Background: an optimization exercise with open tools, aiming at small area, a short achievable clock period and few clock cycles. Do not read the settings as production practice.
Function was checked by simulation only, so behaviour that the tests miss may differ from the original.
No activity file was given, so power comes from the tool's default toggle rates.

## mips_core
module mips_core (
  input  logic              CLK,
  input  logic              nRST,
  output logic [34:0]       wb_req_o,
  input  logic [32:0]       wb_rsp_i,
  output logic [37:0]       retire_o,
  output logic              halt_o
);
  logic        ack;
  logic [31:0] dat;
  assign ack = wb_rsp_i[32];
  assign dat = wb_rsp_i[31:0];
  logic        run_q, done_q;
  logic [29:0] pc_q;
  logic        accept, halt_word;
  assign accept    = run_q && ack;
  assign halt_word = (dat[31:26] == 6'b111111);
  always_ff @(posedge CLK, negedge nRST) begin
    if (!nRST) begin
      run_q  <= 1'b0;
      done_q <= 1'b0;
      pc_q   <= '0;
    end else begin
      if (accept && halt_word) done_q <= 1'b1;
      run_q <= !(done_q || (accept && halt_word));
      if (accept) pc_q <= pc_q + 30'd1;
    end
  end
  assign wb_req_o = {run_q, run_q, 1'b0, pc_q, 2'b00};
  logic        ir_v_q;
  logic [31:0] ir_q;
  logic [31:1] sel_a_q, sel_b_q;
  logic        fa_ex_q, fa_wb_q, fb_ex_q, fb_wb_q;
  logic        ex_wr_q, ex_halt_q;
  logic [4:0]  ex_dst_q, ex_sh_q;
  logic [31:0] ex_a_q, ex_b_q;
  logic        ex_inv_q;
  logic        ex_add_q, ex_sub_q, ex_and_q, ex_or_q, ex_xor_q, ex_nor_q;
  logic        ex_slt_q, ex_sltu_q, ex_sll_q, ex_srl_q;
  logic [31:0] ex_res;
  logic        wb_v_q;
  logic [4:0]  wb_dst_q;
  logic [31:0] wb_dat_q;
  logic        ret_v_q;
  logic [4:0]  ret_dst_q;
  logic [31:0] ret_dat_q;
  logic [31:1] valid_q, valid_d;
  logic [5:0]  op, fn;
  logic [4:0]  rd_dst;
  logic [15:0] imm;
  logic        wr, use_imm, sext, is_lui, is_halt, rd_wr;
  logic        d_add, d_sub, d_and, d_or, d_xor, d_nor, d_slt, d_sltu, d_sll, d_srl;
  assign op  = ir_q[31:26];
  assign fn  = ir_q[5:0];
  assign imm = ir_q[15:0];
  always_comb begin
    use_imm = 1'b1;
    sext    = 1'b0;
    is_lui  = 1'b0;
    is_halt = (op == 6'b111111);
    wr      = 1'b1;
    {d_add, d_sub, d_and, d_or, d_xor, d_nor, d_slt, d_sltu, d_sll, d_srl} = '0;
    case (op)
      6'b000000: begin
        use_imm = 1'b0;
        case (fn)
          6'b000000: d_sll  = 1'b1;
          6'b000010: d_srl  = 1'b1;
          6'b100001: d_add  = 1'b1;
          6'b100011: d_sub  = 1'b1;
          6'b100100: d_and  = 1'b1;
          6'b100101: d_or   = 1'b1;
  ...
For scale: ~1300 flip-flops.
clock: 10.0 ns
lec_check: 0
cap_margin: 20
core_margin: 2
core_utilization: 50
place_density: 0.6
slew_margin: 20
standard.sh (not shown) runs the stock make flow with config.mk's settings and CLKGATE_MAP_FILE= SYNTH_SCRIPT=/design/flow/synth_recipe.tcl, a recipe that flattens the netlist after the stock synthesis.
==> flow/flow/run.sh <==
#!/bin/bash
# The standard layout (standard synthesis unchanged) with two changes:
# repair_timing aims at a larger setup margin so that it optimises the design
# below the 10 ns period, and clock tree synthesis uses clkbuf_8 clusters
# without dummy loads. Make's full output goes to standard_make.log here.
set -euo pipefail
bash standard.sh \
  SETUP_SLACK_MARGIN=7.0 \
  CTS_ARGS="-sink_clustering_enable -repair_clock_nets -dont_use_dummy_load -sink_clustering_size 25 -sink_clustering_max_diameter 70 -buf_list sky130_fd_sc_hd__clkbuf_16" \
  finish > standard_make.log 2>&1
Testbench counts at the start, summed over its fixed seeds: cycles 36,530.
Rerun with:
Settings changed: CORE_UTILIZATION 50 to 65, PLACE_DENSITY 0.6 to 0.75.
Effect: Worst setup slack improved by 0.098 ns. First-iteration DRC count rises by 25%. Area after synthesis stays the same.
Rerun with:
--- a/flow/flow/run.sh
+++ b/flow/flow/run.sh
@@ -7,3 +7,3 @@
 bash standard.sh \
-  SETUP_SLACK_MARGIN=7.0 \
+  SETUP_SLACK_MARGIN=6.8 \
   CTS_ARGS="-sink_clustering_enable -repair_clock_nets -dont_use_dummy_load -sink_clustering_size 25 -sink_clustering_max_diameter 70 -buf_list sky130_fd_sc_hd__clkbuf_16" \
Effect: Clock power hardly moves. Total power is about the same. Critical path depth does not change. Sequential power is about the same. Synthesized area stays the same. Flip-flop and latch count stays the same. Count of clock-buffer cells in the layout does not change. Via count is lower slightly.

---

mips_core, a different RTL version from the one above (not shown whole).
Size: roughly 4300 cells after synthesis, roughly 1300 flip-flops, roughly 57000 µm² of cells after synthesis.
==> flow/config.mk <==
export PLATFORM = sky130hd
export DESIGN_NAME = mips_core
export DESIGN_NICKNAME = mips_core
export VERILOG_FILES = /design/flow/design.v
export SDC_FILE = /design/flow/constraint.sdc
export NUM_CORES = 4
export LEC_CHECK = 0
export CAP_MARGIN = 20
export CORE_MARGIN = 2
export CORE_UTILIZATION = 50
export PLACE_DENSITY = 0.6
export SLEW_MARGIN = 20
==> flow/constraint.sdc <==
create_clock -name core_clock -period 10.0 [get_ports {CLK}]
set_input_delay 2.0000 -clock core_clock [delete_from_list [all_inputs] [get_ports {CLK}]]
set_output_delay 2.0000 -clock core_clock [all_outputs]
set_load 0.01 [all_outputs]
==> flow/flow/run.sh <==
#!/bin/bash
# The standard layout (standard synthesis unchanged) with two changes:
# repair_timing aims at a larger setup margin so that it optimises the design
# below the 10 ns period, and clock tree synthesis uses clkbuf_8 clusters
# without dummy loads. Make's full output goes to standard_make.log here.
set -euo pipefail
bash standard.sh \
  SETUP_SLACK_MARGIN=7.0 \
  CTS_ARGS="-sink_clustering_enable -repair_clock_nets -dont_use_dummy_load -sink_clustering_size 18 -sink_clustering_max_diameter 60 -buf_list sky130_fd_sc_hd__clkbuf_16" \
  finish > standard_make.log 2>&1
The first run finished clean.
Testbench counts at the start, summed over its fixed seeds: cycles 36,402.
Then changed:
--- a/flow/flow/run.sh
+++ b/flow/flow/run.sh
@@ -8 +8 @@
-  SETUP_SLACK_MARGIN=7.0 \
+  SETUP_SLACK_MARGIN=6.6 \
Outcome:
- The changed run passed the timing, design-rule and antenna checks
- clock skew rose by 20 ps
- fmax came out lower by a few percent
- sequential share of layout area is higher by 2.3 points
- sequential cell count does not change
- design area falls by a few percent
- wire length shrinks slightly
- setup slack loses 250 ps
- global-route usage shrinks by 0.57 points
- worst hold slack improved by 33 ps
- clock-buffer cell count increases by 2

-- afterwards: timing with drivers on the ports --
Ports are ideal in the flow. The routed layouts listed here were re-timed in OpenROAD. Step 1 assumes that a clkbuf_16 drives the clock port and a buf_2 every other input. Step 2 also shifts input and output timing later by t, the mid clock arrival at the registers, as if the neighbouring blocks saw the same clock. Three values: no drivers, after step 1, after step 2; two values: the first two.
run | t (ns) | setup slack, ns | slew at the worst register clock pin (ns)
the first run of note 1 | 0.788 | 6.422 / 6.422 / 6.277 | 0.10 / 0.10
the second run of note 1 | 0.698 | 6.520 / 6.520 / 6.362 | 0.10 / 0.10
the third run of note 1 | 0.747 | 6.554 / 6.554 / 6.153 | 0.10 / 0.10
the first run of note 2 | 0.786 | 6.624 / 6.544 / 6.336 | 0.08 / 0.08
the second run of note 2 | 0.818 | 6.374 / 6.374 / 5.981 | 0.08 / 0.08
After both steps every run listed still meets setup and hold. For the third run of note 1, which loses most, drivers alone change the setup slack by 0.000 ns; drivers and shift together by -0.401 ns.
